Background: an optimization exercise with open tools, aiming at small area and a short achievable clock period. Do not read the settings as production practice. Only simulation tests tie the RTL to the original design; equivalence was not proved.

==> flow/design.v <==
package mips_defs;
    typedef enum logic [2:0] {
        MD_NONE  = 3'd0,
        MD_MULT  = 3'd1,
        MD_MULTU = 3'd2,
        MD_DIV   = 3'd3,
        MD_DIVU  = 3'd4,
        MD_MTHI  = 3'd5,
        MD_MTLO  = 3'd6
    } md_op_e;
endpackage
module md_add35 (
    input  logic [34:0] x,
    input  logic [34:0] y,
    input  logic        ci,
    output logic [34:0] s
);
    logic [35:0] g, p;
    logic [34:0] h;
    always_comb begin
        g[0] = ci;
        p[0] = 1'b0;
        for (int i = 0; i < 35; i++) begin
            g[i+1] = x[i] & y[i];
            p[i+1] = x[i] ^ y[i];
            h[i]   = x[i] ^ y[i];
        end
        for (int l = 1; l < 36; l = l * 2)
            for (int i = 2 * l - 1; i < 36; i += 2 * l) begin
                g[i] = g[i] | (p[i] & g[i-l]);
                p[i] = p[i] & p[i-l];
            end
        for (int l = 16; l >= 1; l = l / 2)
            for (int i = 3 * l - 1; i < 36; i += 2 * l) begin
                g[i] = g[i] | (p[i] & g[i-l]);
                p[i] = p[i] & p[i-l];
            end
        for (int i = 0; i < 35; i++) s[i] = h[i] ^ g[i];
    end
endmodule
module md_cneg (
    input  logic [31:0] x,
    input  logic        en,
    output logic [31:0] y
);
    logic [32:0] c;
    always_comb begin
        c[0] = en;
        for (int i = 0; i < 32; i++) begin
            y[i]   = (x[i] ^ en) ^ c[i];
            c[i+1] = (x[i] ^ en) & c[i];
        end
    end
endmodule
module md_step (
    input  logic        dvj,      
    input  logic [33:0] u,
    input  logic [32:0] ms,       
    input  logic        nz,
    input  logic        two,
    input  logic        negm,     
    input  logic        bneg,     
    input  logic        qp,       
    input  logic        qin,      
    output logic [34:0] s,        
    output logic        q,        
    output logic [33:0] un        
);
    logic [34:0] m35, x, y;
    logic        neg;
    assign neg = dvj ? (qp ^ bneg) : negm;
    assign m35 = {{2{ms[32]}}, ms};
    assign y   = ((two ? {m35[33:0], 1'b0} : m35) & {35{nz}}) ^ {35{neg}};
    assign x   = {u[33], u};
    md_add35 u_add (.x(x), .y(y), .ci(neg), .s(s));
    assign q  = ~s[34];
    assign un = dvj ? {s[32:0], qin} : {s[34], s[34:2]};
endmodule
module md_dp (
    input  logic        busy,
    input  logic        dv,
    input  logic        sg,
    input  logic [3:0]  cnt,
    input  logic        bprev,
    input  logic        aneg_r,
    input  logic [31:0] m,
    input  logic [33:0] ph,
    input  logic [31:0] pl,
    input  logic [31:0] hi,
    input  logic [31:0] lo,
    output logic        last,
    output logic [33:0] ph_n,
    output logic [31:0] pl_n,
    output logic        bprev_n,
    output logic        aneg_n,
    output logic [31:0] hi_r,
    output logic [31:0] lo_r
);
    logic first;
    assign first = (cnt == 4'd0);
    assign last  = dv ? (cnt == 4'd9) : (cnt == 4'd4);
    logic [32:0] ms;
    logic        a_neg, b_neg, div_zero;
    assign ms       = {sg & m[31], m};
    assign b_neg    = sg & m[31];
    assign div_zero = (m == 32'd0);
    assign a_neg    = first ? (sg & pl[31]) : aneg_r;
    logic [31:0] pl_neg, rem_neg;
    md_cneg u_negq (.x(pl), .en(first ? a_neg : (aneg_r ^ b_neg)), .y(pl_neg));
    md_cneg u_negr (.x(s[0][32:1]), .en(aneg_r), .y(rem_neg));
    logic       fix;
    logic [3:0] dvj, nz, two, negm, qp, qin;
    assign fix = dv & (cnt == 4'd9);
    always_comb begin
        for (int j = 0; j < 4; j++) begin
            logic b2, b1, b0;
            b2 = pl[2*j+1];
            b1 = pl[2*j];
            b0 = (j == 0) ? bprev : pl[2*j-1];
            dvj[j] = dv & ~fix;
            if (dv) begin
                nz[j]   = (j == 0) ? (~fix | ph[33]) : 1'b1;
                two[j]  = fix;
                negm[j] = b_neg;
            end else if (cnt == 4'd4) begin
                nz[j]   = (j == 0) & ~sg & bprev;
                two[j]  = 1'b0;
                negm[j] = 1'b0;
            end else begin
                nz[j]   = (b1 ^ b0) | (b2 ^ b1);
                two[j]  = ~(b1 ^ b0);
                negm[j] = b2 & ~(b1 & b0);
            end
            qin[j] = pl[30-j];
        end
    end
    logic [33:0] u [0:4];
    logic [34:0] s [0:3];
    logic [3:0]  q;
    assign u[0] = ph;
    assign qp   = {q[2:0], ~ph[33]};
    for (genvar j = 0; j < 4; j++) begin : g_step
        md_step u_step (
            .dvj(dvj[j]), .u(u[j]), .ms(ms), .nz(nz[j]), .two(two[j]), .negm(negm[j]),
            .bneg(b_neg), .qp(qp[j]), .qin(qin[j]), .s(s[j]), .q(q[j]), .un(u[j+1])
        );
    end
    always_comb begin
        hi_r = hi;
        lo_r = lo;
        if (busy && last && !dv) begin
            hi_r = s[0][31:0];
            lo_r = pl;
        end else if (busy && last && !div_zero) begin
            hi_r = rem_neg;
            lo_r = pl_neg;
        end
    end
    always_comb begin
        bprev_n = bprev;
        aneg_n  = aneg_r;
        if (dv) begin
            if (first) begin
                aneg_n = a_neg;
                pl_n   = pl_neg;
                ph_n   = {33'd0, pl_neg[31]};
            end else begin
                ph_n = u[4];
                pl_n = {pl[27:0], q[0], q[1], q[2], q[3]};
            end
        end else begin
            ph_n    = u[4];
            pl_n    = {s[3][1:0], s[2][1:0], s[1][1:0], s[0][1:0], pl[31:8]};
            bprev_n = pl[7];
        end
    end
endmodule
module md_unit (
    input  logic        clk,
    input  logic        reset,
    input  logic        start,
    input  logic        cancel,
    input  logic [2:0]  op,
    input  logic [31:0] a,
    input  logic [31:0] b,
    output logic        busy,
    output logic [31:0] hi,
    output logic [31:0] lo
);
    logic        idle;      
    logic        dv;        
    logic        sg;        
    logic [3:0]  cnt;       
    logic        bprev;     
    logic        aneg_r;    
    logic [31:0] m;         
    logic [33:0] ph;        
    logic [31:0] pl;        
    logic        last, bprev_n, aneg_n;
    logic [33:0] ph_n;
    logic [31:0] pl_n, hi_r, lo_r;
    md_dp u_dp (
        .busy(!idle), .dv(dv), .sg(sg), .cnt(cnt), .bprev(bprev), .aneg_r(aneg_r),
        .m(m), .ph(ph), .pl(pl), .hi(hi), .lo(lo),
        .last(last), .ph_n(ph_n), .pl_n(pl_n), .bprev_n(bprev_n), .aneg_n(aneg_n),
        .hi_r(hi_r), .lo_r(lo_r)
    );
    logic go, mthi, mtlo;
    assign go   = start && !cancel && idle;
    assign mthi = go && (op == 3'd5);
    assign mtlo = go && (op == 3'd6);
    logic run;
    assign run = go && (op != 3'd0) && (op[2:1] != 2'b11) && (op != 3'd5);
    always_ff @(posedge clk) begin
        if (reset) begin
            busy <= 1'b0;
            idle <= 1'b1;
            hi   <= '0;
            lo   <= '0;
        end else begin
            hi <= mthi ? a : hi_r;
            lo <= mtlo ? a : lo_r;
            if (!idle) begin
                busy <= !last;
                idle <= last;
            end else begin
                busy <= run;
                idle <= !run;
            end
        end
    end
    always_ff @(posedge clk) begin
        if (idle) begin
            m     <= b;
            pl    <= a;
            ph    <= '0;
            cnt   <= '0;
            bprev <= 1'b0;
            dv    <= op[2] | (op[1] & op[0]);    
            sg    <= (op == 3'd1) || (op == 3'd3);
        end else begin
            cnt    <= cnt + 4'd1;
            ph     <= ph_n;
            pl     <= pl_n;
            bprev  <= bprev_n;
            aneg_r <= aneg_n;
        end
    end
endmodule
==> flow/flow/run.sh <==
#!/bin/bash
# The standard layout (standard.sh) with two changes:
#  - synthesis maps with ORFS's ABC area script without its upsize step (flow/abc_area.script),
#  - the ports get plain buffers (buf_1) instead of delay cells.
# Tool output: standard_make.log here and ORFS's own logs under orfs/logs.
set -euo pipefail
W=$(pwd)
rm -rf "$W/orfs_scripts"
cp -r "$FLOW_HOME/scripts" "$W/orfs_scripts"
cp "$W/flow/abc_area.script" "$W/orfs_scripts/abc_area.script"
export SCRIPTS_DIR="$W/orfs_scripts"
export BUFFER_PORTS_ARGS="-buffer_cell sky130_fd_sc_hd__buf_1"
bash standard.sh > standard_make.log 2>&1
==> flow/flow/abc_area.script <==
strash
dch
map -B 0.9
topo
stime -c
buffer -c
dnsize -c
==> flow/standard.sh <==
#!/bin/bash
# synth_recipe.tcl (not shown) runs the flow's synth.tcl, then flattens the netlist and writes it again
# the make line also repeats each setting of config.mk as NAME=value (left out here)
make -C /OpenROAD-flow-scripts/flow DESIGN_CONFIG=/design/flow/config.mk WORK_HOME=/design/flow/orfs CLKGATE_MAP_FILE= SYNTH_SCRIPT=/design/flow/synth_recipe.tcl "${@:-finish}"
==> flow/config.mk <==
export PLATFORM = sky130hd
export DESIGN_NAME = md_unit
export DESIGN_NICKNAME = md_unit
export VERILOG_FILES = /design/flow/design.v
export SDC_FILE = /design/flow/constraint.sdc
export NUM_CORES = 4
export LEC_CHECK = 0
export ABC_AREA = 1
export CAP_MARGIN = 20
export CORE_MARGIN = 2
export CORE_UTILIZATION = 40
export CTS_BUF_LIST = sky130_fd_sc_hd__clkbuf_8
export SLEW_MARGIN = 20
export SYNTH_HIERARCHICAL = 1
export SYNTH_MINIMUM_KEEP_SIZE = 2000
==> flow/constraint.sdc <==
create_clock -name core_clock -period 100.0 [get_ports {clk}]
set_input_delay 20.0000 -clock core_clock [delete_from_list [all_inputs] [get_ports {clk}]]
set_output_delay 20.0000 -clock core_clock [all_outputs]
set_load 0.01 [all_outputs]
==> run_results.csv, run 1 <==
group,metric,value,unit
place,dpl.hpwl,49.6,mm
global_route,gr-total-overflow,0,
floorplan,ios,136,
synth,avgSynthCellArea,6.82,um2
sta,fin_crit,21250,ps
global_route,antenna_found_initial,0,
finish,diodes,0,
drt,drt_pre_antenna_iters,6,
setup_path,r2r_end,"ph[33]",
clock_tree,numCtsBuffers,17,
setup_path,crit_cells,1,
setup_path,cp.arrival,1250,ps
floorplan,die_w,225,um
sta,worstMarginPinSlew,1000,ps
floorplan,start_util,0.402,
setup_path,endpoint_kind,"primary output",
setup_path,r2r_start,"m[31]",
setup_path,cpMaxStageDelayCell,"dfxtp_1",
setup_path,cp-start-kind,"flip-flop",
sta,finalMaxSlewViolations,0,
setup_path,crit_buf_inv,1,
setup_path,critPathKind,"reg2out",
setup_path,r2r_setup_slack,81770,ps
synth,yosysWarningCount,13,
sta,fmax,0.0471,GHz
status,status,"complete, no violations",
setup_path,cp_cell_sequence,"buf_1",
setup_path,cp_max_fo,2,
floorplan,die_area,50700,um2
worst_hold_path,hp-class,"reg2reg",
finish,drive_above_1_share,0.0324,
clock_tree,cts_sinks,172,
clock_tree,clkTransAtPathRegs,120,ps
synth,syn-cell-area,19600,um2
global_route,grt_max_degree,127,
sta,tns,0,ps
finish,syn_to_final_growth,6.68,%
drt,post_drt_via_cell_ratio,5.55,
drt,drc,0,
clock_tree,cts_tree,"built",
synth,ys_ff_latch,172,
synth,syn_inst,2870,
worst_hold_path,hold_depth,1,
global_route,grt_pass1_vias,18800,
sta,setup_viol,0,
setup_path,critical_path_required,80000,ps
sta,min_period_over_period,0.213,
place,place_ws,78650,ps
synth,seq_area_frac_synth,0.194,
drt,drt-initial-drc-count,1877,
global_route,grt_usage,0.265,
place,place.gp.congestion,0.928,
floorplan,core_area,48600,um2
synth,synthDistinctLibCells,38,
sta,max-slew-margin-rel,0.315,
sta,rsz0062_at_grt,"false",
floorplan,row_count,81,
drt,route.detailed.wl_per_inst,19.2,um
floorplan,fp.dieH,225,um
setup_path,crit_path_max_incr_delay,480,ps
global_route,grt_pass1_wl,105,mm
finish,nFillCells,5213,
synth,synth-edff-count,35,
place,io_buffers,135,
clock_tree,root_buffer,"clkbuf_8",
synth,syn_nets,3203,
run,cap_viol_max_count,0,
synth,ys.flop_type,"dfxtp_1",
sta,skew,27.9,ps
clock_tree,clk_latency,590,ps
setup_path,endpoint,"hi[1]",
clock_tree,cts_buffer_depth,2,
drt,detail-route-antenna-nets,0,
sta,hold_violations,0,
finish,nNetsFinal,3219,
setup_path,startpoint,"hi[1]",
clock_tree,post_cts_buffers,0,
clock_tree,cts_resized,0,
clock_tree,htreeDepth,4,
setup_path,crit_family,"flip-flops",
drt,vias,19500,
synth,async_reset_ff_frac,0,
clock_tree,cts_hold_buf,0,
drt,wirelength,67.6,mm
sta,setup_ws,78750,ps
setup_path,r2r.worst_path.cells,85,
-- how the worst min path moves through the flow --
stage            from     end  slack, ps
4_1_cts        cnt[0]  cnt[0]        500
2_1_floorplan  cnt[0]  cnt[0]        440
3_3_place_gp   cnt[0]  cnt[0]        460
3_5_place_dp   cnt[0]  cnt[0]        480
5_1_grt        cnt[0]  cnt[0]        550
6_report       cnt[0]  cnt[0]        510
-- per-module statistics from Yosys (local to each module, per instance) --
module | area [um2] | cells inside | times used | flops+latches
md_dp | 13700 | 2202 | 1 | 0
md_unit | 5820 | 668 | 1 | 172
-- state kept, by name (all words and copies together) (netlist names) --
register and count:
m 32, sg 1, bprev 1, dv 1, aneg_r 1, idle 1
ph 34, cnt 4, hi 32, busy 1, pl 32, lo 32
-- cell usage in the layout, fill, tap and decap left out, types with 4 or more instances in the layout --
| master | synthesis | layout |
|---|---|---|
| nand2_1 | 495 | 487 |
| o21ai_0 | 344 | 344 |
| inv_1 | 344 | 342 |
| nor2_1 | 306 | 301 |
| xor2_1 | 219 | 219 |
| ha_1 | 194 | 194 |
| a21oi_1 | 185 | 182 |
| dfxtp_1 | 137 | 136 |
| buf_1 | 17 | 135 |
| nand3_1 | 112 | 112 |
| fa_1 | 68 | 68 |
| xnor2_1 | 48 | 48 |
| a31oi_1 | 47 | 47 |
| o211ai_1 | 39 | 39 |
| edfxtp_1 | 35 | 35 |
| buf_4 | 0 | 28 |
| o22ai_1 | 26 | 26 |
| nand4_1 | 23 | 23 |
| clkbuf_8 | 0 | 17 |
| a21o_1 | 15 | 15 |
| or2_2 | 10 | 10 |
| a211oi_1 | 10 | 10 |
| a221oi_1 | 8 | 8 |
| nand2_2 | 1 | 6 |
| o21a_1 | 6 | 6 |
| clkinv_1 | 3 | 4 |
| nor2_2 | 0 | 4 |
| inv_2 | 3 | 4 |
| nor4_1 | 4 | 4 |
| nor3_1 | 4 | 4 |
-- through the flow --
step                std cells  area (um2)   util  hold WS [ps]
finish                   3521       20900  0.429           506
detailed placement       3489       20500  0.421           476
CTS                      3521       20900  0.429           500
floorplan                2870       19600      -           437
global route             3521       20900  0.429           545
global placement         3489       20500  0.421           461
-- metal layers --
layer / GRT usage / routed length (um) / vias up
met2: 0.433 / 31200 / 692
met4: 0.0987 / 2260 / 0
met5: 0 / 0 / -
met1: 0.358 / 30100 / 9283
li1: - / - / 9442
met3: 0.0330 / 4150 / 119
-- cell families after synthesis --
family | synth area share
buffers and inverters | 0.100
XOR/XNOR | 0.120
AO/OA/AOI/OAI | 0.196
adder cells (fa/ha/maj) | 0.194
flip-flops | 0.194
AND/OR/NAND/NOR | 0.196
-- worst register-to-register path: cells and delay by family (launching register included) --
kind                       cells  cell delay (ps)
xor gates and xnor gates       5             1620
and+or+nand+nor               41             5250
adders and majority gates      8             2840
DFF                            1              630
AOI/OAI and AO/OA             15             3790
buffers and inverters         16             4090
-- cell usage after synthesis, drive strengths merged (3+ instances only) --
cell type    n  area [um2]
nand2      496        1860
inv        347        1300
o21ai      344        1720
nor2       306        1150
xor2       219        1920
ha         194        2430
a21oi      185         926
dfxtp      137        2740
clkbuf     130         488
nand3      112         561
fa          68        1360
xnor2       48         420
a31oi       47         294
o211ai      39         293
buf         37         164
edfxtp      35        1050
o22ai       26         163
nand4       23         144
a21o        15         113
a211oi      10        75.1
or2         10        62.6
a221oi       8        70.1
o21a         6        45.0
nor3         4        20.0
nor4         4        25.0
a2111oi      3        26.3
clkinv       3        11.3
o211a        3        30.0
-- area by class of cell --
class / count / area (um2) / share of cell area
multi-input combinational: 2181 / 13900 / 0.665
timing repair buffer: 164 / 728 / 0.0349
sequential: 172 / 3800 / 0.182
inverter: 350 / 1320 / 0.0631
clock inverter: 15 / 141 / 0.00677
clock buffer: 17 / 234 / 0.0112
tap: 622 / 778 / 0.0373
==> run 2, diff against run 1 <==
--- a/flow/config.mk
+++ b/flow/config.mk
@@ -9,7 +9,6 @@
 export CAP_MARGIN = 20
 export CORE_MARGIN = 2
 export CORE_UTILIZATION = 40
-export CTS_BUF_LIST = sky130_fd_sc_hd__clkbuf_8
-export SLEW_MARGIN = 20
+export SLEW_MARGIN = 75
 export SYNTH_HIERARCHICAL = 1
 export SYNTH_MINIMUM_KEEP_SIZE = 2000
==> run 2 against run 1 <==
  * Still clean
  * Final cell count is 0.74% higher
  * Via count rose by 1.7%
  * Synthesized area unchanged
  * Global-route usage up 0.25 points
  * Clock-buffer cell count increased by 3
  * Hold slack improved by 5.3 ps
  * Die area unchanged
  * Critical path depth stayed put
  * Flip-flop and latch count unchanged
==> run_results.csv, run 2 <==
group,metric,value,unit
global_route,grt_max_degree,67,
finish,nFillCells,5030,
synth,ys.flop_type,"dfxtp_1",
finish,final_common_cell,"nand2_1",
setup_path,r2r.worst_path.cells,87,
sta,fin_crit,21160,ps
setup_path,r2r_end,"ph[28]",
drt,vias,19900,
finish,drive_above_1_share,0.0516,
drt,drc,0,
clock_tree,cts_sinks,172,
finish,largest_reg_flops,34,
synth,syn-cell-area,19600,um2
setup_path,r2r_setup_slack,83720,ps
sta,min_period_over_period,0.212,
synth,async_reset_ff_frac,0,
synth,synth_top_cells_by_count,"nand2_1, inv_1, o21ai_0, nor2_1, xor2_1",
clock_tree,htreeDepth,4,
worst_hold_path,hold_path_end,"cnt[0]",
finish,regMostFlops,"ph",
clock_tree,clk_latency,500,ps
clock_tree,root_buffer,"clkbuf_16",
floorplan,start_util,0.402,
finish,nNetsFinal,3245,
sta,setup_viol,0,
synth,syn_nets,3203,
global_route,gr-total-overflow,0,
clock_tree,cts_tree,"built",
sta,max-slew-margin-rel,0.746,
setup_path,cpMaxStageDelayCell,"dfxtp_1",
sta,worstMarginPinSlew,379,ps
clock_tree,clkTransAtPathRegs,80,ps
synth,synth-edff-count,35,
finish,regArea,3800,um2
finish,multi_input_area,14200,um2
sta,finalMaxSlewViolations,0,
finish,syn_to_final_growth,12.8,%
floorplan,die_w,225,um
setup_path,critPathKind,"reg2out",
synth,seq_area_frac_synth,0.194,
clock_tree,post_cts_buffers,0,
drt,drt-initial-drc-count,2038,
setup_path,crit_family,"flip-flops",
setup_path,cp_max_fo,2,
setup_path,endpoint_kind,"primary output",
setup_path,r2r_start,"m[31]",
clock_tree,cts_hold_buf,0,
drt,drt_pre_antenna_iters,8,
sta,rsz0062_at_grt,"false",
setup_path,cp.arrival,1160,ps
finish,stdcell_count,3547,
drt,wirelength,68.1,mm
drt,route.detailed.wl_per_inst,19.2,um
run,cap_viol_max_count,0,
synth,yosysWarningCount,13,
floorplan,fp.dieH,225,um
sta,hold_violations,0,
global_route,grt_pass1_vias,19000,
status,status,"complete, no violations",
drt,post_drt_via_cell_ratio,5.60,
synth,avgSynthCellArea,6.82,um2
clock_tree,numCtsBuffers,17,
sta,tns,0,ps
setup_path,critical_path_required,80000,ps
sta,fmax,0.0473,GHz
place,io_buffers,135,
setup_path,crit_buf_inv,1,
worst_hold_path,hp-class,"reg2reg",
global_route,antenna_found_initial,0,
clock_tree,cts_resized,0,
floorplan,core_area,48600,um2
synth,synth.top_cell.area_share,0.140,
worst_hold_path,worstHoldStart,"cnt[0]",
setup_path,crit_path_max_incr_delay,460,ps
sta,skew,19.0,ps
synth,syn_inst,2870,
global_route,grt_pass1_wl,105,mm
clock_tree,cts_buffer_depth,2,
finish,final_cell_mix,"nand2_1, inv_1, o21ai_0",
synth,ys_ff_latch,172,
setup_path,cp_cell_sequence,"buf_1",
synth,synth.most_common_cell,"nand2_1",
drt,detail-route-antenna-nets,0,
synth,synth_area_leaders,"dfxtp_1, ha_1, xor2_1",
floorplan,ios,136,
place,dpl.hpwl,51.1,mm
floorplan,row_count,81,
place,dp_cells,3509,
floorplan,die_area,50700,um2
finish,diodes,0,
worst_hold_path,hold_depth,1,
setup_path,cp-start-kind,"flip-flop",
global_route,grt_usage,0.268,
synth,synth_largest_area_cell,"dfxtp_1",
synth,synthDistinctLibCells,38,
place,place.gp.congestion,0.928,
-- run 2: worst max path at each step --
stage | start | to | slack, ps | cells past startpoint
finish | hi[1] | hi[1] | 78840 | 1
CTS | hi[1] | hi[1] | 78820 | 1
global placement | start | idle | 78700 | 7
detailed placement | op[2] | hi[18] | 78840 | 7
floorplan | op[1] | lo[10] | 79170 | 6
global route | busy | busy | 78820 | 1
-- run 2: cell families (layout without fill, tap and decap cells) --
| group | after synthesis | after routing | synth area share |
|---|---|---|---|
| XOR/XNOR | 267 | 267 | 0.120 |
| AND/OR/NAND/NOR | 957 | 957 | 0.196 |
| adder cells (fa/ha/maj) | 262 | 262 | 0.194 |
| AO/OA/AOI/OAI | 695 | 695 | 0.196 |
| flip-flops | 172 | 172 | 0.194 |
| buffers and inverters | 517 | 572 | 0.100 |
-- run 2: Yosys stat by module (local to each module, per instance) --
module   copies in the design  cells inside
md_dp                       1          2202
md_unit                     1           668
-- run 2: cell type report --
cell class,instances,share of cell area
Multi-Input combinational cell,2181,0.645
Inverter,350,0.0612
Timing Repair Buffer,190,0.0599
Clock inverter,12,0.00584
Sequential cell,172,0.172
Tap cell,622,0.0353
Clock buffer,20,0.0202
-- run 2: layer usage --
metal | track usage | wire [um] | vias up | share of wire
met4 | 0.108 | 2550 | 0 | 0.037
met5 | 0 | 0 | - | 0
li1 | - | - | 9494 | -
met2 | 0.430 | 31200 | 813 | 0.46
met1 | 0.362 | 29500 | 9419 | 0.43
met3 | 0.0370 | 4840 | 140 | 0.071
-- run 2: per-stage QoR --
| stage | setup WS (ps) | cell area [um2] | hold slack, ps | utilization |
|---|---|---|---|---|
| after CTS | 78820 | 21900 | 507 | 0.449 |
| final | 78840 | 22100 | 512 | 0.454 |
| after global routing | 78820 | 22100 | 541 | 0.454 |
| after detailed placement | 78840 | 21300 | 492 | 0.438 |
| after floorplan | 79170 | 19600 | 437 | - |
| after global placement | 78700 | 20500 | 461 | 0.421 |
==> run 3, diff against run 2 <==
--- a/flow/config.mk
+++ b/flow/config.mk
@@ -9,6 +9,6 @@
 export CAP_MARGIN = 20
 export CORE_MARGIN = 2
 export CORE_UTILIZATION = 40
-export SLEW_MARGIN = 75
+export SLEW_MARGIN = 50
 export SYNTH_HIERARCHICAL = 1
 export SYNTH_MINIMUM_KEEP_SIZE = 2000
==> run 3 against run 2 <==
  * Still clean on timing, DRC and antenna
  * Fmax hardly changed
  * Critical path depth is the same
  * First-iteration DRC count is 3.8% lower
  * Highest routed layer unchanged
  * Clock skew is 2.6 ps lower
  * Synthesized area stayed put
  * Core utilization decreased by 1.9 points
  * Hold slack got worse by 7.7 ps
  * Clock-buffer cell count grew 1
  * Die area unchanged
  * Global-route usage shrank 0.053 points
==> run_results.csv, run 3 <==
group,metric,value,unit
synth,yosysWarningCount,13,
place,io_buffers,135,
global_route,top_usage_layer,"met2",
place,dpl.hpwl,49.6,mm
setup_path,crit_buf_inv,1,
synth,synth_top_cells_by_count,"nand2_1, inv_1, o21ai_0, nor2_1, xor2_1",
clock_tree,cts_tree,"built",
synth,syn_nets,3203,
sta,worstMarginPinSlew,765,ps
setup_path,endpoint_kind,"primary output",
synth,synth_xor_area_frac,0.120,
floorplan,row_count,81,
worst_hold_path,hold_depth,1,
clock_tree,post_cts_buffers,0,
synth,syn_inst,2870,
status,status,"complete, no violations",
global_route,grt_max_degree,127,
synth,synth_area_leaders,"dfxtp_1, ha_1, xor2_1",
global_route,grt_use_met3,0.0349,
setup_path,critPathKind,"reg2out",
clock_tree,clk_latency,510,ps
global_route,grt_pass1_wl,105,mm
drt,drc,0,
sta,rsz0062_at_grt,"false",
sta,finalMaxSlewViolations,0,
synth,ys_ff_latch,172,
drt,drt-initial-drc-count,1960,
synth,synthDistinctLibCells,38,
clock_tree,htreeDepth,4,
synth,synthAdderAreaFrac,0.194,
clock_tree,root_buffer,"clkbuf_16",
floorplan,start_util,0.402,
sta,min_period_over_period,0.211,
floorplan,die_area,50700,um2
setup_path,cp-start-kind,"flip-flop",
synth,ys.flop_type,"dfxtp_1",
drt,wirelength,67.8,mm
setup_path,r2r.worst_path.cells,89,
floorplan,fp.dieH,225,um
synth,synth.most_common_cell,"nand2_1",
global_route,grt_use_met1,0.359,
finish,largest_reg_flops,34,
synth,avgSynthCellArea,6.82,um2
floorplan,die_w,225,um
setup_path,crit_cells,1,
floorplan,core_area,48600,um2
clock_tree,cts_resized,0,
global_route,gr-total-overflow,0,
drt,vias,19700,
clock_tree,cts_hold_buf,0,
finish,final_cell_mix,"nand2_1, o21ai_0, inv_1",
clock_tree,cts_buffer_depth,2,
setup_path,cp_max_fo,2,
run,cap_viol_max_count,0,
sta,setup_viol,0,
sta,skew,16.4,ps
synth,synth-edff-count,35,
finish,final_common_cell,"nand2_1",
drt,post_drt_via_cell_ratio,5.59,
sta,tns,0,ps
finish,regMostFlops,"ph",
setup_path,crit_family,"flip-flops",
clock_tree,numCtsBuffers,17,
synth,synth_largest_area_cell,"dfxtp_1",
sta,fin_hold_ws,504,ps
drt,detail-route-antenna-nets,0,
sta,fin_crit,21150,ps
synth,synth_compound_area_frac,0.196,
floorplan,ios,136,
synth,syn-cell-area,19600,um2
clock_tree,cts_sinks,172,
synth,muxShareOfSynthArea,0,
setup_path,cp.arrival,1150,ps
sta,hold_violations,0,
global_route,antenna_found_initial,1,
synth,seq_area_frac_synth,0.194,
synth,synth.top_cell.area_share,0.140,
sta,max-slew-margin-rel,0.488,
place,place.gp.congestion,0.928,
finish,nNetsFinal,3220,
global_route,use_met2,0.431,
synth,async_reset_ff_frac,0,
setup_path,crit_path_max_incr_delay,450,ps
setup_path,critical_path_required,80000,ps
global_route,grt_usage,0.267,
synth,synth_top_family_by_area,"simple AND/OR/NAND/NOR gates",
clock_tree,clkTransAtPathRegs,90,ps
setup_path,cp_cell_sequence,"buf_1",
finish,drive_above_1_share,0.0345,
global_route,grt_pass1_vias,19000,
sta,fmax,0.0473,GHz
synth,synthSimpleGateAreaFrac,0.196,
drt,drt_pre_antenna_iters,6,
finish,syn_to_final_growth,8.15,%
setup_path,cpMaxStageDelayCell,"dfxtp_1",
drt,route.detailed.wl_per_inst,19.3,um
worst_hold_path,hp-class,"reg2reg",
-- run 3: kinds of logic after synthesis --
kind of cell | after synthesis
XOR/XNOR | 267
AO/OA/AOI/OAI | 695
buffers and inverters | 517
flip-flops | 172
adder cells (fa/ha/maj) | 262
AND/OR/NAND/NOR | 957
-- run 3: through the flow --
| step | setup slack (ps) | util | instances | instance area (um2) |
|---|---|---|---|---|
| after floorplan | 79170 | - | 2870 | 19600 |
| after global placement | 78700 | 0.421 | 3489 | 20500 |
| after detailed placement | 78670 | 0.422 | 3489 | 20500 |
| after CTS | 78820 | 0.434 | 3521 | 21100 |
| after global routing | 78820 | 0.435 | 3522 | 21200 |
| final | 78850 | 0.435 | 3523 | 21200 |
-- run 3: worst reg2reg max path: cells and delay by family, from the launching register on --
family,cells,cell delay (ps)
buffers and inverters,17,3660
adder cells (fa/ha/maj),8,3120
AND/OR/NAND/NOR,50,6410
AO/OA/AOI/OAI,9,2020
flip-flops,1,600
XOR/XNOR,5,1410
-- run 3: Yosys stat by module (local to each module, per instance) --
module   cells inside  area (um2)  copies in the design
md_unit           668        5820                     1
md_dp            2202       13700                     1
-- run 3: layout make-up --
type / count / area (um2)
fillers: 5156 / 27500
multi-input cells: 2181 / 13900
flip-flops and latches: 172 / 3800
inverters: 350 / 1320
well taps: 622 / 778
repair buffers: 165 / 763
clock buffers: 21 / 472
clock inverters: 11 / 125
diodes: 1 / 2.50
-- run 3: final timing paths --
| check | start | to | slack [ps] |
|---|---|---|---|
| setup / recovery | hi[1] | hi[1] | 78850 |
| hold / removal | cnt[0] | cnt[0] | 500 |
| setup reg to reg | m[31] | ph[33] | 82720 |
| hold reg to reg | cnt[0] | cnt[0] | 500 |
-- run 3: metal layers --
layer	vias up	wire [um]
met5	-	0
met4	0	2500
met3	118	4580
met2	790	31000
met1	9340	29800
li1	9450	-
==> run 4, diff against run 3 <==
--- a/flow/config.mk
+++ b/flow/config.mk
@@ -9,6 +9,8 @@
 export CAP_MARGIN = 20
 export CORE_MARGIN = 2
 export CORE_UTILIZATION = 40
-export SLEW_MARGIN = 50
+export CTS_CLUSTER_DIAMETER = 150
+export CTS_CLUSTER_SIZE = 50
+export SLEW_MARGIN = 20
 export SYNTH_HIERARCHICAL = 1
 export SYNTH_MINIMUM_KEEP_SIZE = 2000
==> run 4 against run 3 <==
  * Still clean on timing, DRC and antenna
  * Worst setup slack better by 6.7 ps
  * Global-route usage down 0.18 points
  * Highest routed layer unchanged
==> run_results.csv, run 4 <==
group,metric,value,unit
status,status,"complete, no violations",
sta,hold_violations,0,
clock_tree,clk_latency,510,ps
worst_hold_path,hp-class,"reg2reg",
finish,syn_to_final_growth,7.66,%
clock_tree,htreeDepth,4,
place,io_buffers,135,
synth,ys_ff_latch,172,
synth,async_reset_ff_frac,0,
floorplan,fp.dieH,225,um
clock_tree,cts_buffer_depth,2,
finish,nNetsFinal,3219,
synth,yosysWarningCount,13,
clock_tree,root_buffer,"clkbuf_16",
place,dpl.hpwl,49.6,mm
setup_path,cp_max_fo,2,
finish,nFillCells,5184,
setup_path,cpMaxStageDelayCell,"dfxtp_1",
synth,synthDistinctLibCells,38,
setup_path,critPathKind,"reg2out",
synth,synth.top_cell.area_share,0.140,
drt,drt-initial-drc-count,1893,
synth,syn-cell-area,19600,um2
clock_tree,post_cts_buffers,0,
clock_tree,clkTransAtPathRegs,80,ps
setup_path,critical_path_required,80000,ps
global_route,grt_pass1_vias,18800,
global_route,grt_max_degree,127,
drt,detail-route-antenna-nets,0,
global_route,grt_pass1_wl,105,mm
setup_path,endpoint_kind,"primary output",
setup_path,crit_buf_inv,1,
clock_tree,cts_hold_buf,0,
synth,seq_area_frac_synth,0.194,
clock_tree,cts_sinks,172,
drt,vias,19600,
sta,fmax,0.0473,GHz
drt,route.detailed.wl_per_inst,19.2,um
global_route,antenna_found_initial,0,
synth,ys.flop_type,"dfxtp_1",
setup_path,cp_cell_sequence,"buf_1",
floorplan,die_area,50700,um2
sta,fin_crit,21140,ps
finish,largest_reg_flops,34,
clock_tree,numCtsBuffers,17,
synth,synth_largest_area_cell,"dfxtp_1",
place,place.gp.congestion,0.928,
finish,final_common_cell,"nand2_1",
place,place_ws,78650,ps
global_route,gr-total-overflow,0,
setup_path,crit_family,"flip-flops",
sta,finalMaxSlewViolations,0,
synth,syn_nets,3203,
synth,syn_inst,2870,
sta,worstMarginPinSlew,985,ps
floorplan,ios,136,
finish,drive_above_1_share,0.0324,
synth,synth_top_cells_by_count,"nand2_1, inv_1, o21ai_0, nor2_1, xor2_1",
drt,drc,0,
setup_path,cp.arrival,1140,ps
synth,avgSynthCellArea,6.82,um2
drt,wirelength,67.6,mm
sta,skew,19.1,ps
finish,final_cell_mix,"nand2_1, o21ai_0, inv_1",
floorplan,row_count,81,
sta,setup_viol,0,
setup_path,crit_path_max_incr_delay,460,ps
synth,synth.most_common_cell,"nand2_1",
floorplan,core_area,48600,um2
floorplan,die_w,225,um
clock_tree,cts_resized,0,
floorplan,start_util,0.402,
finish,regMostFlops,"ph",
sta,setup_ws,78860,ps
global_route,grt_usage,0.265,
sta,rsz0062_at_grt,"false",
sta,min_period_over_period,0.211,
setup_path,r2r_setup_slack,81910,ps
drt,post_drt_via_cell_ratio,5.55,
synth,synth-edff-count,35,
drt,drt_pre_antenna_iters,6,
sta,max-slew-margin-rel,0.327,
sta,tns,0,ps
run,cap_viol_max_count,0,
finish,diodes,0,
setup_path,cp-start-kind,"flip-flop",
synth,synth_area_leaders,"dfxtp_1, ha_1, xor2_1",
clock_tree,cts_tree,"built",
-- run 4: cell families after synthesis --
logic type,count (synthesis),share of synthesized area
AND/OR/NAND/NOR,957,0.196
buffers and inverters,517,0.100
adder cells (fa/ha/maj),262,0.194
AO/OA/AOI/OAI,695,0.196
flip-flops,172,0.194
XOR/XNOR,267,0.120
-- run 4: layer usage --
| layer | up-vias | share of wire | track usage | wire, um |
|---|---|---|---|---|
| met1 | 9277 | 0.44 | 0.359 | 30000 |
| li1 | 9451 | - | - | - |
| met3 | 120 | 0.064 | 0.0365 | 4320 |
| met4 | 0 | 0.032 | 0.0949 | 2190 |
| met2 | 706 | 0.46 | 0.432 | 31100 |
| met5 | - | 0 | 0 | 0 |
-- run 4: through the flow --
| stage | area (um2) | utilization | std cells | hold WS (ps) |
|---|---|---|---|---|
| 2_1_floorplan | 19600 | - | 2870 | 437 |
| 3_3_place_gp | 20500 | 0.421 | 3489 | 461 |
| 3_5_place_dp | 20500 | 0.421 | 3489 | 476 |
| 4_1_cts | 21100 | 0.433 | 3521 | 491 |
| 5_1_grt | 21100 | 0.433 | 3521 | 531 |
| 6_report | 21100 | 0.433 | 3521 | 514 |
-- run 4: Yosys stat by module, one instance, submodules excluded --
module	copies in the design	area (um2)
md_dp	1	13700
md_unit	1	5820
-- run 4: cell type report --
type / count / area (um2) / area share
repair buffers: 164 / 728 / 0.0346
inverters: 350 / 1320 / 0.0625
clock buffers: 19 / 433 / 0.0206
well taps: 622 / 778 / 0.0370
flip-flops and latches: 172 / 3800 / 0.180
multi-input cells: 2181 / 13900 / 0.659
clock inverters: 13 / 134 / 0.00636
-- run 4: worst paths after layout --
kind,from,end,depth (start not counted)
min reg2reg,cnt[0],cnt[0],1
min,cnt[0],cnt[0],1
max reg2reg,m[31],ph[33],85
max,hi[1],hi[1],1
==> run 5, diff against run 4 <==
--- a/flow/config.mk
+++ b/flow/config.mk
@@ -9,8 +9,8 @@
 export CAP_MARGIN = 20
 export CORE_MARGIN = 2
 export CORE_UTILIZATION = 40
-export CTS_CLUSTER_DIAMETER = 150
-export CTS_CLUSTER_SIZE = 50
+export CTS_CLUSTER_DIAMETER = 100
+export CTS_CLUSTER_SIZE = 30
 export SLEW_MARGIN = 20
 export SYNTH_HIERARCHICAL = 1
 export SYNTH_MINIMUM_KEEP_SIZE = 2000
==> run 5 against run 4 <==
  * Routed wire length stayed put
  * Synthesized area stayed put
  * Non-clock buffer count stayed put
  * Flip-flop and latch count stayed put
  * Register-to-register slack hardly changed
  * Clock-buffer cell count stayed put
  * Critical path type unchanged
  * Largest cell class unchanged
==> run_results.csv, run 5 <==
group,metric,value,unit
synth,ys.flop_type,"dfxtp_1",
sta,hold_violations,0,
synth,async_reset_ff_frac,0,
synth,syn_inst,2870,
sta,fin_crit,21140,ps
global_route,antenna_found_initial,0,
global_route,grt_pass1_vias,18800,
synth,syn_nets,3203,
synth,synth.top_cell.area_share,0.140,
setup_path,crit_cells,1,
sta,tns,0,ps
sta,min_period_over_period,0.211,
synth,synthDistinctLibCells,38,
synth,avgSynthCellArea,6.82,um2
finish,syn_to_final_growth,7.66,%
finish,drive_above_1_share,0.0324,
clock_tree,cts_resized,0,
clock_tree,post_cts_buffers,0,
setup_path,endpoint_kind,"primary output",
sta,worstMarginPinSlew,985,ps
setup_path,crit_path_max_incr_delay,460,ps
sta,fmax,0.0473,GHz
clock_tree,clk_latency,510,ps
synth,synth_area_leaders,"dfxtp_1, ha_1, xor2_1",
worst_hold_path,hp-class,"reg2reg",
sta,skew,19.1,ps
finish,final_common_cell,"nand2_1",
floorplan,fp.dieH,225,um
sta,fin_hold_ws,514,ps
worst_hold_path,hold_depth,1,
finish,nFillCells,5184,
clock_tree,cts_tree,"built",
synth,synth-edff-count,35,
sta,rsz0062_at_grt,"false",
sta,finalMaxSlewViolations,0,
finish,nNetsFinal,3219,
status,status,"complete, no violations",
setup_path,critPathKind,"reg2out",
clock_tree,cts_sinks,172,
finish,largest_reg_flops,34,
floorplan,row_count,81,
floorplan,ios,136,
finish,diodes,0,
setup_path,cp-start-kind,"flip-flop",
synth,ys_ff_latch,172,
drt,post_drt_via_cell_ratio,5.55,
place,place.gp.congestion,0.928,
drt,route.detailed.wl_per_inst,19.2,um
setup_path,cpMaxStageDelayCell,"dfxtp_1",
global_route,grt_usage,0.265,
synth,synth_largest_area_cell,"dfxtp_1",
global_route,grt_pass1_wl,105,mm
run,cap_viol_max_count,0,
drt,wirelength,67.6,mm
drt,vias,19600,
clock_tree,clkTransAtPathRegs,80,ps
setup_path,critical_path_required,80000,ps
floorplan,die_w,225,um
setup_path,cp_max_fo,2,
setup_path,cp_cell_sequence,"buf_1",
global_route,grt_max_degree,127,
synth,synth_top_cells_by_count,"nand2_1, inv_1, o21ai_0, nor2_1, xor2_1",
clock_tree,htreeDepth,4,
sta,setup_viol,0,
clock_tree,root_buffer,"clkbuf_16",
drt,detail-route-antenna-nets,0,
sta,max-slew-margin-rel,0.327,
finish,final_cell_mix,"nand2_1, o21ai_0, inv_1",
clock_tree,numCtsBuffers,17,
clock_tree,cts_buffer_depth,2,
setup_path,r2r_setup_slack,81910,ps
floorplan,die_area,50700,um2
place,io_buffers,135,
global_route,gr-total-overflow,0,
synth,synth.most_common_cell,"nand2_1",
synth,syn-cell-area,19600,um2
floorplan,start_util,0.402,
floorplan,core_area,48600,um2
setup_path,cp.arrival,1140,ps
synth,yosysWarningCount,13,
synth,seq_area_frac_synth,0.194,
setup_path,r2r.worst_path.cells,85,
clock_tree,cts_hold_buf,0,
drt,drc,0,
finish,regMostFlops,"ph",
drt,drt-initial-drc-count,1893,
place,dpl.hpwl,49.6,mm
drt,drt_pre_antenna_iters,6,
setup_path,crit_buf_inv,1,
setup_path,crit_family,"flip-flops",
run 5: cell counts after synthesis:
No cell type changed its count.
run 5: layer usage:
layer,share of wire,wire [um],vias up,global-route usage
li1,-,-,9451,-
met1,0.44,30000,9277,0.359
met2,0.46,31100,706,0.432
met3,0.064,4320,120,0.0365
met4,0.032,2190,0,0.0949
met5,0,0,-,0
run 5: logic make-up (layout without fill, tap and decap cells):
| kind of cell | count (synthesis) | in the layout | synth area share |
|---|---|---|---|
| buffers and inverters | 517 | 546 | 0.100 |
| flip-flops | 172 | 172 | 0.194 |
| AND/OR/NAND/NOR | 957 | 957 | 0.196 |
| AO/OA/AOI/OAI | 695 | 695 | 0.196 |
| XOR/XNOR | 267 | 267 | 0.120 |
| adder cells (fa/ha/maj) | 262 | 262 | 0.194 |
run 5: stage by stage:
step	instance area [um2]	util	std cells	setup WS, ps
after global routing	21100	0.433	3521	78800
after global placement	20500	0.421	3489	78700
after detailed placement	20500	0.421	3489	78650
after CTS	21100	0.433	3521	78830
after floorplan	19600	-	2870	79170
final	21100	0.433	3521	78860
run 5: path summary, 6_finish.rpt:
path         startpoint     end
max               hi[1]   hi[1]
min              cnt[0]  cnt[0]
max reg2reg       m[31]  ph[33]
min reg2reg      cnt[0]  cnt[0]
run 5: cell type report:
cell class	instances	area [um2]	share of cell area
sequential	172	3800	0.180
clock buffer	19	433	0.0206
inverter	350	1320	0.0625
multi-input combinational	2181	13900	0.659
tap	622	778	0.0370
clock inverter	13	134	0.00636
timing repair buffer	164	728	0.0346
run 5: Yosys stat by module (local to each module, per instance):
module / cells / copies in the design / flip-flops and latches
md_unit: 668 / 1 / 172
md_dp: 2202 / 1 / 0
==> run 6, diff against run 5 <==
--- a/flow/config.mk
+++ b/flow/config.mk
@@ -9,8 +9,6 @@
 export CAP_MARGIN = 20
 export CORE_MARGIN = 2
 export CORE_UTILIZATION = 40
-export CTS_CLUSTER_DIAMETER = 100
-export CTS_CLUSTER_SIZE = 30
 export SLEW_MARGIN = 20
 export SYNTH_HIERARCHICAL = 1
 export SYNTH_MINIMUM_KEEP_SIZE = 2000
==> run 6 against run 5 <==
  * Sequential share of layout area unchanged
  * Core utilization stayed put
  * Clock skew unchanged
  * Non-clock buffer count unchanged
  * Hold slack stayed put
  * Still clean on timing, DRC and antenna
  * Routed wire length is the same
  * Worst setup slack unchanged
  * Critical path depth unchanged
  * Register-to-register slack about the same
==> run_results.csv, run 6 <==
group,metric,value,unit
setup_path,cp.arrival,1140,ps
clock_tree,post_cts_buffers,0,
run,cap_viol_max_count,0,
setup_path,r2r_setup_slack,81910,ps
sta,min_period_over_period,0.211,
drt,post_drt_via_cell_ratio,5.55,
synth,avgSynthCellArea,6.82,um2
status,status,"complete, no violations",
finish,regMostFlops,"ph",
synth,synth_top_cells_by_count,"nand2_1, inv_1, o21ai_0, nor2_1, xor2_1",
finish,drive_above_1_share,0.0324,
global_route,use_met2,0.432,
floorplan,die_w,225,um
clock_tree,clk_latency,510,ps
synth,synth.top_cell.area_share,0.140,
drt,drt_pre_antenna_iters,6,
clock_tree,numCtsBuffers,17,
synth,seq_area_frac_synth,0.194,
setup_path,crit_path_max_incr_delay,460,ps
setup_path,critical_path_required,80000,ps
place,place.gp.congestion,0.928,
setup_path,cp_cell_sequence,"buf_1",
place,place_ws,78650,ps
finish,syn_to_final_growth,7.66,%
floorplan,fp.dieH,225,um
global_route,gr-total-overflow,0,
setup_path,r2r.worst_path.cells,85,
floorplan,die_area,50700,um2
synth,yosysWarningCount,13,
global_route,grt_pass1_vias,18800,
floorplan,ios,136,
setup_path,cp_max_fo,2,
drt,wirelength,67.6,mm
finish,nNetsFinal,3219,
setup_path,r2r_end,"ph[33]",
worst_hold_path,hold_path_end,"cnt[0]",
sta,finalMaxSlewViolations,0,
clock_tree,clkTransAtPathRegs,80,ps
global_route,grt_use_met3,0.0365,
clock_tree,htreeDepth,4,
sta,fin_crit,21140,ps
synth,synth-edff-count,35,
sta,max-slew-margin-rel,0.327,
worst_hold_path,worstHoldStart,"cnt[0]",
sta,setup_ws,78860,ps
setup_path,crit_buf_inv,1,
setup_path,cpMaxStageDelayCell,"dfxtp_1",
worst_hold_path,hp-class,"reg2reg",
floorplan,core_area,48600,um2
setup_path,r2r_start,"m[31]",
place,dpl_cell_area,20500,um2
finish,diodes,0,
finish,nFillCells,5184,
synth,synth.most_common_cell,"nand2_1",
sta,skew,19.1,ps
place,io_buffers,135,
finish,final_common_cell,"nand2_1",
synth,ys.flop_type,"dfxtp_1",
global_route,grt_usage,0.265,
synth,ys_ff_latch,172,
drt,drt-initial-drc-count,1893,
clock_tree,cts_tree,"built",
global_route,grt_pass1_wl,105,mm
synth,async_reset_ff_frac,0,
place,dpl.hpwl,49.6,mm
synth,syn_nets,3203,
global_route,grt_use_met1,0.359,
clock_tree,cts_sinks,172,
sta,fmax,0.0473,GHz
synth,syn_inst,2870,
clock_tree,cts_hold_buf,0,
floorplan,row_count,81,
sta,rsz0062_at_grt,"false",
synth,synth_area_leaders,"dfxtp_1, ha_1, xor2_1",
sta,hold_violations,0,
clock_tree,cts_resized,0,
finish,final_area,21100,um2
sta,setup_viol,0,
drt,drc,0,
sta,worstMarginPinSlew,985,ps
setup_path,crit_family,"flip-flops",
synth,syn-cell-area,19600,um2
worst_hold_path,hold_depth,1,
sta,tns,0,ps
clock_tree,cts_buffer_depth,2,
clock_tree,root_buffer,"clkbuf_16",
floorplan,start_util,0.402,
setup_path,critPathKind,"reg2out",
finish,largest_reg_flops,34,
setup_path,endpoint_kind,"primary output",
global_route,grt_max_degree,127,
finish,utilization,0.433,
drt,vias,19600,
finish,final_cell_mix,"nand2_1, o21ai_0, inv_1",
synth,synth_largest_area_cell,"dfxtp_1",
setup_path,cp-start-kind,"flip-flop",
global_route,antenna_found_initial,0,
drt,detail-route-antenna-nets,0,
synth,synthDistinctLibCells,38,
drt,route.detailed.wl_per_inst,19.2,um
global_route,top_usage_layer,"met2",
-- run 6: cell counts after synthesis --
No cell type changed its count.
-- run 6: how the worst max path moves through the flow --
stage,startpoint,endpoint,slack [ps],depth (start not counted)
finish,hi[1],hi[1],78860,1
global route,busy,busy,78800,1
CTS,hi[1],hi[1],78830,1
detailed placement,start,idle,78650,7
global placement,start,idle,78700,7
floorplan,op[1],lo[10],79170,6
-- run 6: cell families (layout without fill, tap and decap cells) --
group | count (synthesis) | after routing | synth area share
XOR/XNOR | 267 | 267 | 0.120
AND/OR/NAND/NOR | 957 | 957 | 0.196
flip-flops | 172 | 172 | 0.194
adder cells (fa/ha/maj) | 262 | 262 | 0.194
AO/OA/AOI/OAI | 695 | 695 | 0.196
buffers and inverters | 517 | 546 | 0.100
-- run 6: cell type report --
type	instances	area [um2]	share of cell area
clock inverter	13	134	0.00636
sequential	172	3800	0.180
multi-input combinational	2181	13900	0.659
inverter	350	1320	0.0625
tap	622	778	0.0370
timing repair buffer	164	728	0.0346
clock buffer	19	433	0.0206
-- run 6: per-stage QoR --
stage          instances  hold WS, ps
6_report            3521          514
2_1_floorplan       2870          437
3_5_place_dp        3489          476
3_3_place_gp        3489          461
5_1_grt             3521          531
4_1_cts             3521          491
-- run 6: per-layer routing --
metal | up-vias | routed length (um)
met3 | 120 | 4320
li1 | 9451 | -
met5 | - | 0
met2 | 706 | 31100
met1 | 9277 | 30000
met4 | 0 | 2190
-- run 6: per-module statistics from Yosys, one instance, submodules excluded --
module	flops+latches	cells inside	area, um2
md_unit	172	668	5820
md_dp	0	2202	13700
==> run 7, diff against run 6 <==
--- a/flow/flow/run.sh
+++ b/flow/flow/run.sh
@@ -10,4 +10,5 @@
 cp "$W/flow/abc_area.script" "$W/orfs_scripts/abc_area.script"
 export SCRIPTS_DIR="$W/orfs_scripts"
 export BUFFER_PORTS_ARGS="-buffer_cell sky130_fd_sc_hd__buf_1"
+export CTS_ARGS="-sink_clustering_enable -repair_clock_nets -dont_use_dummy_load -buf_list sky130_fd_sc_hd__clkbuf_8"
 bash standard.sh > standard_make.log 2>&1
==> run 7 against run 6 <==
  * Global-route usage is essentially flat
  * Register-to-register slack worse by 50 ps
  * Critical path depth unchanged
  * Core utilization is 0.68 points lower
  * First-iteration DRC count shrank 5.2%
  * Synthesized area did not move
  * Clock skew grew 24 ps
  * Sequential share of layout area up 0.29 points
  * Die area unchanged
  * Via count is 0.36% lower
  * Hold slack got worse by 17 ps
==> run_results.csv, run 7 <==
group,metric,value,unit
global_route,grt_pass1_vias,18800,
floorplan,die_w,225,um
drt,post_drt_via_cell_ratio,5.56,
global_route,grt_max_degree,127,
setup_path,cp-start-kind,"flip-flop",
synth,synth-edff-count,35,
sta,fmax,0.0471,GHz
run,cap_viol_max_count,0,
clock_tree,root_buffer,"clkbuf_8",
setup_path,crit_family,"flip-flops",
setup_path,r2r_start,"m[31]",
synth,syn-cell-area,19600,um2
sta,hold_violations,0,
status,status,"complete, no violations",
synth,syn_inst,2870,
worst_hold_path,worstHoldStart,"cnt[0]",
setup_path,critical_path_required,80000,ps
synth,async_reset_ff_frac,0,
clock_tree,htreeDepth,4,
sta,tns,0,ps
global_route,gr-total-overflow,0,
global_route,grt_pass1_wl,105,mm
finish,nFillCells,5219,
sta,max-slew-margin-rel,0.300,
global_route,grt_usage,0.265,
setup_path,crit_buf_inv,1,
setup_path,r2r_setup_slack,81860,ps
clock_tree,cts_hold_buf,0,
drt,wirelength,67.5,mm
drt,vias,19500,
synth,synth.most_common_cell,"nand2_1",
clock_tree,cts_sinks,172,
clock_tree,numCtsBuffers,17,
global_route,use_met2,0.431,
drt,drt_pre_antenna_iters,6,
synth,ys.flop_type,"dfxtp_1",
synth,avgSynthCellArea,6.82,um2
setup_path,startpoint,"hi[1]",
synth,synth.top_cell.area_share,0.140,
clock_tree,cts_buffer_depth,2,
setup_path,cp_cell_sequence,"buf_1",
synth,seq_area_frac_synth,0.194,
global_route,grt_use_met3,0.0321,
global_route,top_usage_layer,"met2",
clock_tree,clk_latency,580,ps
synth,yosysWarningCount,13,
synth,syn_nets,3203,
finish,final_common_cell,"nand2_1",
finish,drive_above_1_share,0.0281,
setup_path,endpoint_kind,"primary output",
clock_tree,clkTransAtPathRegs,100,ps
clock_tree,cts_tree,"built",
floorplan,start_util,0.402,
finish,nNetsFinal,3219,
place,io_buffers,135,
worst_hold_path,hp-class,"reg2reg",
floorplan,die_area,50700,um2
drt,drc,0,
sta,fin_hold_ws,497,ps
setup_path,cp_max_fo,2,
place,dpl.hpwl,49.6,mm
setup_path,cpMaxStageDelayCell,"dfxtp_1",
synth,synth_top_cells_by_count,"nand2_1, inv_1, o21ai_0, nor2_1, xor2_1",
sta,setup_viol,0,
drt,drt-initial-drc-count,1794,
sta,rsz0062_at_grt,"false",
floorplan,ios,136,
sta,fin_crit,21240,ps
setup_path,cp.arrival,1240,ps
finish,largest_reg_flops,34,
finish,final_cell_mix,"nand2_1, o21ai_0, inv_1",
place,place.gp.congestion,0.928,
synth,synthDistinctLibCells,38,
clock_tree,post_cts_buffers,0,
sta,finalMaxSlewViolations,0,
sta,min_period_over_period,0.212,
finish,diodes,0,
clock_tree,cts_resized,0,
sta,skew,43.1,ps
finish,regMostFlops,"ph",
setup_path,crit_path_max_incr_delay,480,ps
synth,ys_ff_latch,172,
synth,synth_area_leaders,"dfxtp_1, ha_1, xor2_1",
sta,worstMarginPinSlew,1020,ps
floorplan,fp.dieH,225,um
floorplan,core_area,48600,um2
drt,route.detailed.wl_per_inst,19.3,um
synth,synth_largest_area_cell,"dfxtp_1",
setup_path,critPathKind,"reg2out",
floorplan,row_count,81,
global_route,antenna_found_initial,0,
drt,detail-route-antenna-nets,0,
finish,syn_to_final_growth,5.96,%
global_route,grt_use_met1,0.359,
[run 7: area by class of cell]
type,count,area (um2),share of cell area
sequential,172,3800,0.183
tap,622,778,0.0375
clock buffer,17,234,0.0113
multi-input combinational,2181,13900,0.669
timing repair buffer,164,728,0.0351
inverter,350,1320,0.0635
[run 7: worst paths after layout]
path,endpoint,depth (start not counted)
max,hi[1],1
min,cnt[0],1
max reg2reg,ph[33],86
min reg2reg,cnt[0],1
[run 7: Yosys stat by module (local to each module, per instance)]
| module | flops+latches | cells | cell area, um2 | copies in the design |
|---|---|---|---|---|
| md_unit | 172 | 668 | 5820 | 1 |
| md_dp | 0 | 2202 | 13700 | 1 |
[run 7: kinds of logic (layout without fill, tap and decap cells)]
| family | after synthesis | in the layout | share of synthesized area |
|---|---|---|---|
| flops | 172 | 172 | 0.194 |
| simple gates | 957 | 957 | 0.196 |
| xor+xnor | 267 | 267 | 0.120 |
| buf+inv | 517 | 531 | 0.100 |
| fa+ha+maj | 262 | 262 | 0.194 |
| compound gates | 695 | 695 | 0.196 |
[run 7: metrics by stage]
stage	util	cell area, um2	setup WS [ps]	std cells
floorplan	-	19600	79170	2870
global placement	0.421	20500	78700	3489
detailed placement	0.421	20500	78650	3489
CTS	0.426	20700	78720	3506
global route	0.426	20700	78730	3506
finish	0.426	20700	78760	3506
[run 7: layer usage]
layer	wire length, um	up-vias
met5	0	-
met4	2210	0
met3	4060	109
met2	31100	682
met1	30200	9268
li1	-	9424
==> run 8, diff against run 7 <==
--- a/flow/flow/run.sh
+++ b/flow/flow/run.sh
@@ -10,5 +10,5 @@
 cp "$W/flow/abc_area.script" "$W/orfs_scripts/abc_area.script"
 export SCRIPTS_DIR="$W/orfs_scripts"
 export BUFFER_PORTS_ARGS="-buffer_cell sky130_fd_sc_hd__buf_1"
-export CTS_ARGS="-sink_clustering_enable -repair_clock_nets -dont_use_dummy_load -buf_list sky130_fd_sc_hd__clkbuf_8"
+export CTS_ARGS="-sink_clustering_enable -repair_clock_nets -dont_use_dummy_load"
 bash standard.sh > standard_make.log 2>&1
==> run 8 against run 7 <==
  * Synthesized cell count did not move
  * Clock-buffer cell count unchanged
  * Global-route usage is 0.058 points higher
  * Non-clock buffer count unchanged
  * Clock skew fell by 11 ps
  * Cell area up 0.92%
  * Critical path depth unchanged
==> run_results.csv, run 8 <==
group,metric,value,unit
global_route,grt_max_degree,127,
sta,fmax,0.0473,GHz
clock_tree,clk_latency,500,ps
setup_path,cp-start-kind,"flip-flop",
sta,tns,0,ps
finish,drive_above_1_share,0.0281,
drt,vias,19500,
setup_path,cp_max_fo,1,
synth,synthDistinctLibCells,38,
sta,setup_ws,78870,ps
synth,avgSynthCellArea,6.82,um2
clock_tree,cts_hold_buf,0,
synth,synth-edff-count,35,
finish,largest_reg_flops,34,
floorplan,die_area,50700,um2
synth,seq_area_frac_synth,0.194,
synth,synth.most_common_cell,"nand2_1",
sta,hold_violations,0,
synth,synth_largest_area_cell,"dfxtp_1",
synth,async_reset_ff_frac,0,
clock_tree,htreeDepth,4,
sta,rsz0062_at_grt,"false",
setup_path,endpoint_kind,"primary output",
sta,worstMarginPinSlew,1020,ps
clock_tree,clkTransAtPathRegs,70,ps
finish,final_cell_mix,"nand2_1, o21ai_0, inv_1",
global_route,gr-total-overflow,0,
synth,ys_ff_latch,172,
finish,final_common_cell,"nand2_1",
drt,drt-initial-drc-count,1814,
finish,utilization,0.430,
setup_path,crit_buf_inv,1,
setup_path,critical_path_required,80000,ps
drt,drt_pre_antenna_iters,5,
sta,min_period_over_period,0.211,
clock_tree,cts_resized,0,
synth,ys.flop_type,"dfxtp_1",
sta,fin_crit,21130,ps
synth,synth_top_cells_by_count,"nand2_1, inv_1, o21ai_0, nor2_1, xor2_1",
drt,post_drt_via_cell_ratio,5.56,
finish,diodes,0,
floorplan,fp.dieH,225,um
synth,yosysWarningCount,13,
synth,synth_area_leaders,"dfxtp_1, ha_1, xor2_1",
setup_path,cp_cell_sequence,"buf_1",
setup_path,cp.arrival,1130,ps
sta,skew,32.2,ps
synth,synth.top_cell.area_share,0.140,
place,io_buffers,135,
setup_path,critPathKind,"reg2out",
finish,regMostFlops,"ph",
worst_hold_path,hp-class,"reg2reg",
place,dpl.hpwl,49.6,mm
finish,syn_to_final_growth,6.94,%
clock_tree,cts_buffer_depth,2,
clock_tree,root_buffer,"clkbuf_16",
setup_path,crit_path_max_incr_delay,450,ps
finish,stdcell_count,3506,
status,status,"complete, no violations",
place,dp_cells,3489,
place,dpl_cell_area,20500,um2
drt,drc,0,
sta,setup_viol,0,
floorplan,start_util,0.402,
clock_tree,cts_sinks,172,
clock_tree,numCtsBuffers,17,
place,place_ws,78650,ps
global_route,grt_pass1_wl,105,mm
floorplan,row_count,81,
synth,syn-cell-area,19600,um2
synth,syn_nets,3203,
setup_path,crit_family,"flip-flops",
drt,wirelength,67.4,mm
global_route,grt_usage,0.266,
clock_tree,cts_tree,"built",
finish,nFillCells,5197,
synth,syn_inst,2870,
finish,final_area,20900,um2
global_route,antenna_found_initial,0,
floorplan,core_area,48600,um2
global_route,grt_pass1_vias,18800,
place,place.gp.congestion,0.928,
drt,route.detailed.wl_per_inst,19.2,um
floorplan,die_w,225,um
drt,detail-route-antenna-nets,0,
run,cap_viol_max_count,0,
finish,nNetsFinal,3219,
floorplan,ios,136,
clock_tree,post_cts_buffers,0,
setup_path,cpMaxStageDelayCell,"dfxtp_1",
sta,max-slew-margin-rel,0.304,
sta,finalMaxSlewViolations,0,
## run 8: layout make-up
type | instances | area, um2 | area share
Inverter | 350 | 1320 | 0.0629
Tap cell | 622 | 778 | 0.0372
Timing Repair Buffer | 164 | 728 | 0.0348
Multi-Input combinational cell | 2181 | 13900 | 0.663
Sequential cell | 172 | 3800 | 0.182
Clock buffer | 17 | 425 | 0.0203
## run 8: kinds of logic after synthesis
group                      Yosys count  synth area share
DFF                                172             0.194
buffers and inverters              517             0.100
xor gates and xnor gates           267             0.120
adders and majority gates          262             0.194
AOI/OAI and AO/OA                  695             0.196
and+or+nand+nor                    957             0.196
## run 8: per-module statistics from Yosys (local to each module, per instance)
module   area, um2  cells  flip-flops and latches  times used
md_unit       5820    668                     172           1
md_dp        13700   2202                       0           1
## run 8: path summary, 6_finish.rpt
check        startpoint  endpoint  slack, ps  cells past startpoint
max reg2reg       m[31]    ph[33]      81830                     85
min reg2reg      cnt[0]    cnt[0]        490                      1
max                busy      busy      78870                      1
min              cnt[0]    cnt[0]        490                      1
## run 8: routing by layer
| metal | global-route usage | part of all wire | vias to the layer above |
|---|---|---|---|
| li1 | - | - | 9429 |
| met1 | 0.360 | 0.45 | 9227 |
| met2 | 0.430 | 0.46 | 715 |
| met3 | 0.0365 | 0.062 | 114 |
| met4 | 0.0983 | 0.032 | 0 |
| met5 | 0 | 0 | - |
## run 8: metrics by stage
| step | hold WS [ps] |
|---|---|
| after CTS | 489 |
| after detailed placement | 476 |
| after floorplan | 437 |
| final | 494 |
| after global routing | 535 |
| after global placement | 461 |

[static timing again, ports no longer ideal]
Ports are ideal in the flow. The routed layouts listed here were re-timed in OpenROAD.
Step 1, drivers: a clkbuf_16 drives clk and a buf_2 each remaining input, both assumed.
Step 2 adds t to the input delays and takes it off the output delays; t is the mean of the earliest and latest rising clock arrival at the registers after step 1. Input paths then give back, and output paths get back, about the clock's delay inside the block.
Three values: no drivers, after step 1, after step 2; two values: the first two.
run | t (ns) | setup WS [ns] | worst setup path after step 2 | cell pins on the clock port's net
run 1 | 0.632 | 78.748 / 78.689 / 78.557 | input to register | 1
run 2 | 0.552 | 78.840 / 78.780 / 78.876 | input to register | 1
run 3 | 0.559 | 78.851 / 78.790 / 78.653 | input to register | 1
run 4 | 0.560 | 78.857 / 78.793 / 78.559 | input to register | 1
run 5 | 0.560 | 78.857 / 78.793 / 78.559 | input to register | 1
run 6 | 0.560 | 78.857 / 78.793 / 78.559 | input to register | 1
run 7 | 0.613 | 78.764 / 78.707 / 78.527 | input to register | 1
run 8 | 0.549 | 78.865 / 78.803 / 78.540 | input to register | 1
After both steps setup and hold are still met in every run listed. The setup slack of run 8, which loses most, moves by -0.062 ns with the drivers and by -0.325 ns with both steps.
